This is an optimization exercise on Yosys and OpenROAD, whose aim is a short achievable clock period and few clock cycles, not a production implementation.
The RTL was checked by simulation tests, not by an equivalence proof against the original design.
Power and IR drop assume default switching activity.

==> 12-09 <==
==> flow/design.v (excerpt) <==
module micro_riscv_top (
  input  logic        clk_i,
  input  logic        reset_i,
  output logic [31:0] instr_addr_o,
  input  logic [31:0] instr_rdata_i,
  output logic [31:0] data_addr_o,
  input  logic [31:0] data_rdata_i,
  output logic [31:0] data_wdata_o,
  output logic        data_re_o,
  output logic        data_we_o,
  output logic        finish_o
);
clock: 8.0 ns
lec_check: 0
cap_margin: 20
cell_pad_in_sites_detail_placement: 1
cell_pad_in_sites_global_placement: 2
core_margin: 2
core_utilization: 25
setup_slack_margin: 5
slew_margin: 20
synth_hierarchical: 1
run.sh (not shown) runs the stock make flow with config.mk's settings and CLKGATE_MAP_FILE= SYNTH_SCRIPT=/design/flow/synth_recipe.tcl, a recipe that flattens the netlist after the stock synthesis.
==> 05-24: changes against 12-09 <==
--- a/flow/design.v
+++ b/flow/design.v
@@ -75,11 +75,10 @@
 module g_nand2b(input logic an, b, output logic y);                              assign y = ~(~an & b);              endmodule
 module g_nor2b (input logic a, bn, output logic y);                              assign y = ~(a | ~bn);              endmodule
 module g_and2  (input logic a, b, output logic y);                               assign y = a & b;                   endmodule
 module g_or2   (input logic a, b, output logic y);                               assign y = a | b;                   endmodule
 module g_mux2  (input logic s, a1, a0, output logic y);                          assign y = s ? a1 : a0;             endmodule
-module g_o21a  (input logic a1, a2, b1, output logic y);                         assign y = (a1 | a2) & b1;          endmodule
 `timescale 1ns/10ps
 module rf_slice #(
   parameter int W = 8
 ) (
   input  logic [31*W-1:0] regs_i,
@@ -198,38 +197,11 @@
   g_nand3 u_b2  (.a(ir_i[27]), .b(ir_i[26]), .c(ir_i[7]), .y(b2_n));
   g_nor2  u_bo  (.a(br_a_n), .b(br_b_n), .y(bra));
   g_nor2  u_bi  (.a(b1_n), .b(b2_n), .y(brb));
   g_a21oi u_pgn (.a1(ir_i[25]), .a2(p5_i), .b1(pnz_i), .y(pg_n));
   g_inv   u_pg  (.a(pg_n), .y(pg));
-  logic bp_n, bp;
-  g_nand3 u_gbb (.a(bra), .b(brb), .c(pg), .y(bp_n));
-  g_inv   u_bp  (.a(bp_n), .y(bp));
-  logic [4:0] xs;
-  for (genvar b = 0; b < 5; b++) begin : g_xs
-    g_xnor2 u_x (.a(ir_i[15+b]), .b(ir_i[20+b]), .y(xs[b]));
-  end
-  logic sa_n, sb_n, same, l_eq, l_ne;
-  g_nand3 u_ssa (.a(xs[0]), .b(xs[1]), .c(xs[2]), .y(sa_n));
-  g_nand2 u_ssb (.a(xs[3]), .b(xs[4]), .y(sb_n));
-  g_nor2  u_ssm (.a(sa_n), .b(sb_n), .y(same));
-  g_xnor2 u_leq (.a(ir_i[14]), .b(ir_i[12]), .y(l_eq));
-  g_nor2  u_lne (.a(ir_i[14]), .b(ni[12]), .y(l_ne));
-  logic fz1, fz2, o4a, o4_n, f1_n, f0, fe_n, fn_n, fe, fn, fp;
-  g_nor4  u_fz1 (.a(ir_i[31]), .b(ir_i[30]), .c(ir_i[29]), .d(ir_i[28]), .y(fz1));
-  g_nor3  u_fz2 (.a(ir_i[27]), .b(ir_i[26]), .c(ir_i[7]), .y(fz2));
-  g_nor4  u_o4a (.a(ir_i[25]), .b(ir_i[11]), .c(ir_i[10]), .d(ir_i[8]), .y(o4a));
-  g_nand2 u_o4  (.a(o4a), .b(ir_i[9]), .y(o4_n));
-  logic pg_fn;
-  g_nand2 u_pgf (.a(o4_n), .b(pn3_i), .y(pg_fn));
-  g_nand3 u_f1  (.a(bra), .b(fz1), .c(fz2), .y(f1_n));
-  g_nor2  u_f0  (.a(f1_n), .b(pg_fn), .y(f0));
-  g_nand2 u_fen (.a(f0), .b(l_eq), .y(fe_n));
-  g_nand2 u_fnn (.a(f0), .b(l_ne), .y(fn_n));
-  g_inv   u_fe  (.a(fe_n), .y(fe));
-  g_inv   u_fn  (.a(fn_n), .y(fn));
-  g_mux2  u_fp  (.s(same), .a1(fe), .a0(fn), .y(fp));
-  g_nor2  u_gbr (.a(bp), .b(fp), .y(gobr_n));
+  g_nand3 u_gbr (.a(bra), .b(brb), .c(pg), .y(gobr_n));
   logic [3:0] jo_n, jz;
   g_nand4 u_jo0 (.a(ir_i[31]), .b(ir_i[30]), .c(ir_i[29]), .d(ir_i[28]), .y(jo_n[0]));
   g_nand4 u_jo1 (.a(ir_i[27]), .b(ir_i[26]), .c(ir_i[20]), .d(ir_i[19]), .y(jo_n[1]));
   g_nand4 u_jo2 (.a(ir_i[18]), .b(ir_i[17]), .c(ir_i[16]), .d(ir_i[15]), .y(jo_n[2]));
   g_nand3 u_jo3 (.a(ir_i[14]), .b(ir_i[13]), .c(ir_i[12]), .y(jo_n[3]));
@@ -280,17 +252,12 @@
   assign is_jalr_o = (opc == 7'b1100111);
   assign op_rb_o   = (opc == 7'b0110011) || (opc == 7'b1100011);
   assign go_jal_o  = is_jal_o && (ir_i[19:12] == {8{s}}) && (ir_i[20] == s) && (ir_i[30:26] == {5{s}}) &&
                      (s ? (pcm_i != 6'd0) : (pcm_i != 6'h3f)) &&
                      !({s, ir_i[19:12], ir_i[20], ir_i[30:21]} == 20'd2);
-  logic same, likely;
-  assign same      = (ir_i[19:15] == ir_i[24:20]);
-  assign likely    = same ? (ir_i[14] == ir_i[12]) : (!ir_i[14] && ir_i[12]);
-  assign go_br_o   = (opc == 7'b1100011) && !ir_i[13] &&
-                     ((s && ir_i[7] && (ir_i[30:26] == 5'h1f) && ((pcm_i != 6'd0) || (ir_i[25] && p5_i))) ||
-                      (!s && !ir_i[7] && (ir_i[30:26] == 5'h00) && (pcm_i != 6'h3f) && likely &&
-                       !({ir_i[25], ir_i[11:8]} == 5'b00010)));
+  assign go_br_o   = (opc == 7'b1100011) && !ir_i[13] && s && ir_i[7] && (ir_i[30:26] == 5'h1f) &&
+                     ((pcm_i != 6'd0) || (ir_i[25] && p5_i));
 endmodule
 module c_gojr (
   input  logic [31:0] ir_i,
   input  logic [4:0]  x_rd_i,
   input  logic        lnk_i,
@@ -331,11 +298,11 @@
   input  logic        off4_i,
   input  logic        off8_i,
   input  logic        ebreak_i,
   input  logic        fin_i,
   output logic        live_o,
-  output logic [3:0]  sx_n_o,
+  output logic        sx_n_o,
   output logic        halt_o,
   output logic        kill_o
 );
   logic [31:0] x;
   logic [7:0]  n4;
@@ -360,22 +327,16 @@
   assign e0     = inv_i ? t1 : t0;    
   assign sd     = a_i[31] != b_i[31];
   assign c_eq   = q && !blt_i;
   assign c_ltd  = q && blt_i && !sd;
   assign c_lts  = q && blt_i && sd && (a_i[31] ? e1 : e0);
-  for (genvar k = 0; k < 4; k++) begin : g_sx
-    logic u1, u2;
-    g_mux2 u_m1 (.s(ne),      .a1(c_eq && e0),  .a0(c_eq && e1),  .y(u1));
-    g_mux2 u_m2 (.s(dif31_i), .a1(c_ltd && e1), .a0(c_ltd && e0), .y(u2));
-    g_nor3 u_sx (.a(u1), .b(u2), .c(c_lts), .y(sx_n_o[k]));
-  end
-  logic v1, v2, sx_k;
-  g_mux2 u_v1 (.s(ne),      .a1(c_eq && e0),  .a0(c_eq && e1),  .y(v1));
-  g_mux2 u_v2 (.s(dif31_i), .a1(c_ltd && e1), .a0(c_ltd && e0), .y(v2));
-  g_nor3 u_vk (.a(v1), .b(v2), .c(c_lts), .y(sx_k));
+  logic u1, u2;
+  g_mux2 u_m1 (.s(ne),      .a1(c_eq && e0),  .a0(c_eq && e1),  .y(u1));
+  g_mux2 u_m2 (.s(dif31_i), .a1(c_ltd && e1), .a0(c_ltd && e0), .y(u2));
+  g_nor3 u_sx (.a(u1), .b(u2), .c(c_lts), .y(sx_n_o));
   assign halt_o = live_o && ebreak_i;
-  assign kill_o = m_redir_i || fin_i || halt_o || !sx_k;
+  assign kill_o = m_redir_i || fin_i || halt_o || !sx_n_o;
 endmodule
 module x_enter (
   input  logic kill_i,
   input  logic stall_i,
   input  logic writes_i,
@@ -724,12 +685,11 @@
   logic [19:0] xt_hi;
   logic [31:0] x_alt;
   ks_add_g #(.W(12), .CIN(0)) u_xt_lo (.a_i(x_pcl), .b_i(x_bimm), .sum_o(xt_lo), .cout_o(xt_c));
   mux2w #(.W(20)) u_xt_hi (.s_i(xt_c), .a_i(x_hi_c1), .b_i(x_hi_c0), .y_o(xt_hi));
   assign x_alt = x_pred ? x_link : {xt_hi, xt_lo};
-  logic x_live, x_halt, kill_f;
-  logic [3:0] sx_n;
+  logic x_live, x_halt, sx_n, kill_f;
   logic [31:0] cmp;
   ks_add_g #(.W(32), .CIN(1), .INVB(1)) u_cmp (.a_i(x_a), .b_i(x_b), .sum_o(cmp), .cout_o());
   x_branch u_xbr (.a_i(x_a), .b_i(x_b), .dif31_i(cmp[31]), .valid_i(x_valid), .m_redir_i(m_redir),
                   .br_i(x_br), .blt_i(x_blt), .inv_i(x_inv), .pred_i(x_pred), .off4_i(x_off4),
                   .off8_i(x_off8), .ebreak_i(x_ebreak), .fin_i(fin),
@@ -762,14 +722,12 @@
     ao_sel #(.N(6), .W(8)) u_pc_po (.d_i({pc_o[g*8 +: 8], m_tgt[g*8 +: 8], t_jal[g*8 +: 8], t_br[g*8 +: 8],
                                          t_jr[g*8 +: 8], pc_inc[g*8 +: 8]}),
                                     .s_i({s_hold, m_redir, s_jal, s_br, s_jr, s_inc}),
                                     .or_i(8'd0), .y_o(pc_po[g*8 +: 8]));
   end
-  for (genvar g = 0; g < 4; g++) begin : g_pcx
-    mux2w #(.W(8)) u_pc_n  (.s_i(sx_n[g]), .a_i(pc_p[g*8 +: 8]),  .b_i(x_alt[g*8 +: 8]), .y_o(pc_n[g*8 +: 8]));
-    mux2w #(.W(8)) u_pc_no (.s_i(sx_n[g]), .a_i(pc_po[g*8 +: 8]), .b_i(x_alt[g*8 +: 8]), .y_o(pc_no[g*8 +: 8]));
-  end
+  mux2w #(.W(32)) u_pc_n  (.s_i(sx_n), .a_i(pc_p),  .b_i(x_alt), .y_o(pc_n));
+  mux2w #(.W(32)) u_pc_no (.s_i(sx_n), .a_i(pc_po), .b_i(x_alt), .y_o(pc_no));
   logic [31:1] wsel_n;
   always_comb begin
     for (int k = 1; k < 32; k++) wsel_n[k] = x_live && x_wen && (x_rd == 5'(k));
   end
   always_ff @(posedge clk_i or posedge reset_i) begin
==> 03-05: changes against 12-09 <==
--- a/flow/design.v
+++ b/flow/design.v
@@ -76,10 +76,11 @@
 module g_nor2b (input logic a, bn, output logic y);                              assign y = ~(a | ~bn);              endmodule
 module g_and2  (input logic a, b, output logic y);                               assign y = a & b;                   endmodule
 module g_or2   (input logic a, b, output logic y);                               assign y = a | b;                   endmodule
 module g_mux2  (input logic s, a1, a0, output logic y);                          assign y = s ? a1 : a0;             endmodule
 module g_o21a  (input logic a1, a2, b1, output logic y);                         assign y = (a1 | a2) & b1;          endmodule
+module g_o31a  (input logic a1, a2, a3, b1, output logic y);                     assign y = (a1 | a2 | a3) & b1;     endmodule
 `timescale 1ns/10ps
 module rf_slice #(
   parameter int W = 8
 ) (
   input  logic [31*W-1:0] regs_i,
@@ -129,10 +130,12 @@
   input  logic [31:0] ir_i,
   input  logic [4:0]  x_rd_i,
   input  logic        k_i,
   input  logic        lnk_i,
   input  logic        m_redir_i,
+  input  logic        k1_i,
+  input  logic        k2_i,
   input  logic        pnz_i,
   input  logic        pn3_i,
   input  logic        p5_i,
   input  logic        lnz_i,
   input  logic        ln3_i,
@@ -198,38 +201,46 @@
   g_nand3 u_b2  (.a(ir_i[27]), .b(ir_i[26]), .c(ir_i[7]), .y(b2_n));
   g_nor2  u_bo  (.a(br_a_n), .b(br_b_n), .y(bra));
   g_nor2  u_bi  (.a(b1_n), .b(b2_n), .y(brb));
   g_a21oi u_pgn (.a1(ir_i[25]), .a2(p5_i), .b1(pnz_i), .y(pg_n));
   g_inv   u_pg  (.a(pg_n), .y(pg));
-  logic bp_n, bp;
+  logic bp_n;
   g_nand3 u_gbb (.a(bra), .b(brb), .c(pg), .y(bp_n));
-  g_inv   u_bp  (.a(bp_n), .y(bp));
+  logic r2z_a, r2z_b, r1z_a, r1z_b, f3bne, f3blt, c1_n, c2_n, nb1, nb2;
+  g_nor3  u_r2a (.a(ir_i[24]), .b(ir_i[23]), .c(ir_i[22]), .y(r2z_a));
+  g_nor2  u_r2b (.a(ir_i[21]), .b(ir_i[20]), .y(r2z_b));
+  g_nor3  u_r1a (.a(ir_i[19]), .b(ir_i[18]), .c(ir_i[17]), .y(r1z_a));
+  g_nor2  u_r1b (.a(ir_i[16]), .b(ir_i[15]), .y(r1z_b));
+  g_nor3  u_fbn (.a(ir_i[14]), .b(ir_i[13]), .c(ni[12]), .y(f3bne));
+  g_nor3  u_fbl (.a(ni[14]), .b(ir_i[13]), .c(ir_i[12]), .y(f3blt));
+  g_nand4 u_c1  (.a(r2z_a), .b(r2z_b), .c(f3bne), .d(k1_i), .y(c1_n));
+  g_nand4 u_c2  (.a(r1z_a), .b(r1z_b), .c(f3blt), .d(k2_i), .y(c2_n));
+  g_nor3  u_nb1 (.a(e1a_n), .b(e1b_n), .c(c1_n), .y(nb1));
+  g_nor3  u_nb2 (.a(e2a_n), .b(e2b_n), .c(c2_n), .y(nb2));
   logic [4:0] xs;
   for (genvar b = 0; b < 5; b++) begin : g_xs
     g_xnor2 u_x (.a(ir_i[15+b]), .b(ir_i[20+b]), .y(xs[b]));
   end
   logic sa_n, sb_n, same, l_eq, l_ne;
   g_nand3 u_ssa (.a(xs[0]), .b(xs[1]), .c(xs[2]), .y(sa_n));
   g_nand2 u_ssb (.a(xs[3]), .b(xs[4]), .y(sb_n));
   g_nor2  u_ssm (.a(sa_n), .b(sb_n), .y(same));
   g_xnor2 u_leq (.a(ir_i[14]), .b(ir_i[12]), .y(l_eq));
   g_nor2  u_lne (.a(ir_i[14]), .b(ni[12]), .y(l_ne));
-  logic fz1, fz2, o4a, o4_n, f1_n, f0, fe_n, fn_n, fe, fn, fp;
+  logic fz1, fz2, o4a, o4_n, f1_n, f0, fe_n, fn_n, fp_n;
   g_nor4  u_fz1 (.a(ir_i[31]), .b(ir_i[30]), .c(ir_i[29]), .d(ir_i[28]), .y(fz1));
   g_nor3  u_fz2 (.a(ir_i[27]), .b(ir_i[26]), .c(ir_i[7]), .y(fz2));
   g_nor4  u_o4a (.a(ir_i[25]), .b(ir_i[11]), .c(ir_i[10]), .d(ir_i[8]), .y(o4a));
   g_nand2 u_o4  (.a(o4a), .b(ir_i[9]), .y(o4_n));
   logic pg_fn;
   g_nand2 u_pgf (.a(o4_n), .b(pn3_i), .y(pg_fn));
   g_nand3 u_f1  (.a(bra), .b(fz1), .c(fz2), .y(f1_n));
   g_nor2  u_f0  (.a(f1_n), .b(pg_fn), .y(f0));
   g_nand2 u_fen (.a(f0), .b(l_eq), .y(fe_n));
   g_nand2 u_fnn (.a(f0), .b(l_ne), .y(fn_n));
-  g_inv   u_fe  (.a(fe_n), .y(fe));
-  g_inv   u_fn  (.a(fn_n), .y(fn));
-  g_mux2  u_fp  (.s(same), .a1(fe), .a0(fn), .y(fp));
-  g_nor2  u_gbr (.a(bp), .b(fp), .y(gobr_n));
+  g_mux2  u_fp  (.s(same), .a1(fe_n), .a0(fn_n), .y(fp_n));
+  g_o31a  u_gbr (.a1(nb1), .a2(nb2), .a3(bp_n), .b1(fp_n), .y(gobr_n));
   logic [3:0] jo_n, jz;
   g_nand4 u_jo0 (.a(ir_i[31]), .b(ir_i[30]), .c(ir_i[29]), .d(ir_i[28]), .y(jo_n[0]));
   g_nand4 u_jo1 (.a(ir_i[27]), .b(ir_i[26]), .c(ir_i[20]), .d(ir_i[19]), .y(jo_n[1]));
   g_nand4 u_jo2 (.a(ir_i[18]), .b(ir_i[17]), .c(ir_i[16]), .d(ir_i[15]), .y(jo_n[2]));
   g_nand3 u_jo3 (.a(ir_i[14]), .b(ir_i[13]), .c(ir_i[12]), .y(jo_n[3]));
@@ -264,10 +275,13 @@
 endmodule
 module dec_fields (
   input  logic [31:0] ir_i,
   input  logic [5:0]  pcm_i,
   input  logic        p5_i,
+  input  logic [4:0]  x_rd_i,
+  input  logic        k1_i,
+  input  logic        k2_i,
   output logic        is_jal_o,
   output logic        is_jalr_o,
   output logic        op_rb_o,
   output logic        go_jal_o,
   output logic        go_br_o
@@ -283,12 +297,15 @@
                      (s ? (pcm_i != 6'd0) : (pcm_i != 6'h3f)) &&
                      !({s, ir_i[19:12], ir_i[20], ir_i[30:21]} == 20'd2);
   logic same, likely;
   assign same      = (ir_i[19:15] == ir_i[24:20]);
   assign likely    = same ? (ir_i[14] == ir_i[12]) : (!ir_i[14] && ir_i[12]);
+  logic exit_n;
+  assign exit_n    = !((ir_i[14:12] == 3'b001) && (ir_i[24:20] == 5'd0) && (ir_i[19:15] == x_rd_i) && k1_i) &&
+                     !((ir_i[14:12] == 3'b100) && (ir_i[19:15] == 5'd0) && (ir_i[24:20] == x_rd_i) && k2_i);
   assign go_br_o   = (opc == 7'b1100011) && !ir_i[13] &&
-                     ((s && ir_i[7] && (ir_i[30:26] == 5'h1f) && ((pcm_i != 6'd0) || (ir_i[25] && p5_i))) ||
+                     ((s && ir_i[7] && (ir_i[30:26] == 5'h1f) && ((pcm_i != 6'd0) || (ir_i[25] && p5_i)) && exit_n) ||
                       (!s && !ir_i[7] && (ir_i[30:26] == 5'h00) && (pcm_i != 6'h3f) && likely &&
                        !({ir_i[25], ir_i[11:8]} == 5'b00010)));
 endmodule
 module c_gojr (
   input  logic [31:0] ir_i,
@@ -379,21 +396,39 @@
   input  logic kill_i,
   input  logic stall_i,
   input  logic writes_i,
   input  logic is_ld_i,
   input  logic is_lnk_i,
+  input  logic is_dm1_i,
   output logic valid_o,
   output logic wen_o,
   output logic ld_o,
-  output logic lnk_o
+  output logic lnk_o,
+  output logic dm1_o
 );
   logic live;
   g_nor2 u_l (.a(kill_i), .b(stall_i), .y(live));
   assign valid_o = live;
   g_and2 u_w (.a(live), .b(writes_i), .y(wen_o));
   g_and2 u_d (.a(live), .b(is_ld_i),  .y(ld_o));
   g_and2 u_k (.a(live), .b(is_lnk_i), .y(lnk_o));
+  g_and2 u_m (.a(live), .b(is_dm1_i), .y(dm1_o));
+endmodule
+module x_count (
+  input  logic [11:0] a_i,
+  input  logic        dm1_i,
+  output logic        k1_o,
+  output logic        k2_o
+);
+  logic [2:0] z;
+  g_nor4 u_z0 (.a(a_i[1]), .b(a_i[2]), .c(a_i[3]), .d(a_i[4]), .y(z[0]));
+  g_nor4 u_z1 (.a(a_i[5]), .b(a_i[6]), .c(a_i[7]), .d(a_i[8]), .y(z[1]));
+  g_nor3 u_z2 (.a(a_i[9]), .b(a_i[10]), .c(a_i[11]), .y(z[2]));
+  logic k2_n;
+  g_nand4 u_k1 (.a(dm1_i), .b(z[0]), .c(z[1]), .d(z[2]), .y(k2_n));
+  g_inv   u_i2 (.a(k2_n), .y(k2_o));
+  g_and2  u_i1 (.a(k2_o), .b(a_i[0]), .y(k1_o));
 endmodule
 module f_decode (
   input  logic [31:0] ir_i,
   output logic        is_addi_o,
   output logic        is_r_o,
@@ -619,10 +654,11 @@
   output logic        finish_o
 );
   logic [31:0] pc_f, pc_o;
   logic        x_valid, x_wen, x_ld, x_st, x_br, x_mjump, x_ebreak, x_lnk;
   logic        x_s_add, x_s_addi, x_s_sub, x_s_xor, x_s_or, x_s_and, x_s_lnk;
+  logic        x_dm1;
   logic        x_pred, x_off4, x_off8, x_blt, x_inv, x_fsd;
   logic [4:0]  x_rd;
   logic [31:0] x_a, x_b, x_off, x_link;
   logic [11:0] x_pcl, x_bimm;
   logic [19:0] x_hi_c1, x_hi_c0;
@@ -656,10 +692,12 @@
   logic [31:0] iimm, simm, bimm, jimm;
   assign iimm = {{20{ir[31]}}, ir[31:20]};
   assign simm = {{20{ir[31]}}, ir[31:25], ir[11:7]};
   assign bimm = {{19{ir[31]}}, ir[31], ir[7], ir[30:25], ir[11:8], 1'b0};
   assign jimm = {{11{ir[31]}}, ir[31], ir[19:12], ir[20], ir[30:21], 1'b0};
+  logic k1, k2;
+  x_count u_cnt (.a_i(x_a[11:0]), .dm1_i(x_dm1), .k1_o(k1), .k2_o(k2));
   logic k_ld, k_lnk, k_w;
   assign k_ld  = x_ld && x_wen;
   assign k_lnk = x_lnk;
   assign k_w   = x_wen && !x_ld;
   logic go_jr, fsd_n, a_res, a_wb, a_reg, b_res, b_wb, b_reg;
@@ -694,11 +732,11 @@
   assign t_br  = {pc_f[31:12], br_lo};
   assign t_jal = {pc_f[31:12], jal_lo};
   assign t_jr  = {x_link[31:12], jr_lo[11:1], 1'b0};
   logic go_jal, go_br, jal4;
   logic f_isjal, f_isjalr, f_oprb;
-  dec_fields u_df (.ir_i(ir), .pcm_i(pc_f[11:6]), .p5_i(pc_f[5]), .is_jal_o(f_isjal), .is_jalr_o(f_isjalr),
+  dec_fields u_df (.ir_i(ir), .pcm_i(pc_f[11:6]), .p5_i(pc_f[5]), .x_rd_i(x_rd), .k1_i(k1), .k2_i(k2), .is_jal_o(f_isjal), .is_jalr_o(f_isjalr),
                    .op_rb_o(f_oprb), .go_jal_o(go_jal), .go_br_o(go_br));
   assign jal4 = ({ir[31], ir[19:12], ir[20], ir[30:21]} == 20'd2);
   logic [31:0] sum, dif, adr, r_xor, r_or, r_and;
   ks_add_g #(.W(32), .CIN(0)) u_add (.a_i(x_a), .b_i(x_b), .sum_o(sum), .cout_o());
   ks_add_g #(.W(32), .CIN(1), .INVB(1)) u_sub (.a_i(x_a), .b_i(x_b), .sum_o(dif), .cout_o());
@@ -738,22 +776,24 @@
   logic pnz, pn3, lnz, ln3;
   assign pnz = |pc_f[11:6];
   assign pn3 = !(&pc_f[11:6]);
   assign lnz = |x_link[11:6];
   assign ln3 = !(&x_link[11:6]);
-  f_ctl u_fc (.ir_i(ir), .x_rd_i(x_rd), .k_i(k_ld), .lnk_i(k_lnk), .m_redir_i(m_redir),
+  f_ctl u_fc (.ir_i(ir), .x_rd_i(x_rd), .k_i(k_ld), .lnk_i(k_lnk), .m_redir_i(m_redir), .k1_i(k1), .k2_i(k2),
               .pnz_i(pnz), .pn3_i(pn3), .p5_i(pc_f[5]), .lnz_i(lnz), .ln3_i(ln3),
               .s_hold_o(f_sh), .s_jal_o(f_sj), .s_br_o(f_sb), .s_jr_o(f_sr), .s_inc_o(f_si),
               .stall_o(f_st), .stall_n_o(f_st_n), .go_o(f_go));
   logic xv_n, xw_n, xl_n, xk_n;
+  logic xd_n;
   x_enter u_xn (.kill_i(kill_f), .stall_i(f_st), .writes_i(writes), .is_ld_i(is_ld),
                 .is_lnk_i((is_jal || is_jalr) && (rd != 5'd0)),
-                .valid_o(xv_n), .wen_o(xw_n), .ld_o(xl_n), .lnk_o(xk_n));
+                .is_dm1_i(is_addi && (rs1 == rd) && (rd != 5'd0) && (ir[31:20] == 12'hfff)),
+                .valid_o(xv_n), .wen_o(xw_n), .ld_o(xl_n), .lnk_o(xk_n), .dm1_o(xd_n));
   logic [31:0] pc_p, pc_po, pc_n, pc_no;
   for (genvar g = 0; g < 4; g++) begin : g_pcs
     logic s_hold, s_jal, s_br, s_jr, s_inc, st, st_n, go;
-    f_ctl u_pcsel (.ir_i(ir), .x_rd_i(x_rd), .k_i(k_ld), .lnk_i(k_lnk), .m_redir_i(m_redir),
+    f_ctl u_pcsel (.ir_i(ir), .x_rd_i(x_rd), .k_i(k_ld), .lnk_i(k_lnk), .m_redir_i(m_redir), .k1_i(k1), .k2_i(k2),
                    .pnz_i(pnz), .pn3_i(pn3), .p5_i(pc_f[5]), .lnz_i(lnz), .ln3_i(ln3),
                    .s_hold_o(s_hold), .s_jal_o(s_jal), .s_br_o(s_br), .s_jr_o(s_jr), .s_inc_o(s_inc),
                    .stall_o(st), .stall_n_o(st_n), .go_o(go));
     ao_sel #(.N(6), .W(8)) u_pc_p  (.d_i({pc_f[g*8 +: 8], m_tgt[g*8 +: 8], t_jal[g*8 +: 8], t_br[g*8 +: 8],
                                          t_jr[g*8 +: 8], pc_inc[g*8 +: 8]}),
@@ -778,10 +818,11 @@
       pc_o    <= 32'd0;
       x_valid <= 1'b0;
       x_wen   <= 1'b0;
       x_ld    <= 1'b0;
       x_lnk   <= 1'b0;
+      x_dm1   <= 1'b0;
       m_re    <= 1'b0;
       m_we    <= 1'b0;
       m_wen   <= 1'b0;
       m_wsel  <= '0;
       m_redir <= 1'b0;
@@ -792,10 +833,11 @@
       pc_o <= pc_no;
       x_valid <= xv_n;
       x_wen   <= xw_n;
       x_ld    <= xl_n;
       x_lnk   <= xk_n;
+      x_dm1   <= xd_n;
       m_re    <= x_live && x_ld;
       m_we    <= x_live && x_st;
       m_wen   <= x_live && x_wen;
       m_wsel  <= wsel_n;
       m_redir <= x_live && x_mjump;
==> flow_summary_export.csv <==
group,metric,value,unit
finish,fillers,39500,
finish,multi_input_gates,7597,
power,combPwrFrac,29.8,%
floorplan,die_x,597,um
finish,num-clock-buffers,260,
status,status,"no timing/DRC/antenna violations",
route,dr_wl_met3,30.0,mm
finish,fin_cells,15300,
route,via_count,82600,
Source of the figures above: 05-24

==> flow_summary_export.csv <==
group,metric,value,unit
floorplan,die_x,599,um
finish,fillers,39900,
finish,multi_input_gates,7702,
route,via_count,83500,
finish,num-clock-buffers,258,
status,status,"no timing/DRC/antenna violations",
route,dr_wl_met3,27.3,mm
Source of the figures above: 12-09

==> flow_summary_export.csv <==
group,metric,value,unit
status,status,"no timing/DRC/antenna violations",
finish,multi_input_gates,7780,
finish,num-clock-buffers,264,
finish,fin_cells,15600,
route,via_count,84600,
finish,fillers,41000,
Source of the figures above: 03-05

Testbench counts of 12-09, summed over its fixed seeds: cycles 67,748.
Testbench counts of 05-24, summed over its fixed seeds: cycles 69,345.
Testbench counts of 03-05, summed over its fixed seeds: cycles 66,291.

-- afterwards: timing with drivers on the ports --
Ports are ideal in the flow. The routed layouts listed here were re-timed in OpenROAD. Step 1 assumes that a clkbuf_16 drives the clock port and a buf_2 every other input. Step 2, shift: input delay + t, output delay - t, t = (earliest + latest rising clock arrival at the registers) / 2. This alone moves slack from input paths to output paths. a / b / c = ideal / step 1 / step 2; a / b = the first two.
run	shift t [ns]	setup slack, ns	latest minus earliest clock arrival (ns)	worst slew at a driven data input, ns	cell pins on the clock port's net
12-09	0.994	4.687 / 4.366 / 3.373	0.053 / 0.053	0.58	1
05-24	0.984	4.684 / 4.567 / 3.584	0.073 / 0.073	0.44	1
03-05	0.998	4.324 / 4.169 / 3.170	0.067 / 0.067	0.50	1
After both steps setup and hold are still met in every run listed. The setup slack of 12-09, which loses most, moves by -0.321 ns with the drivers and by -1.314 ns with both steps.
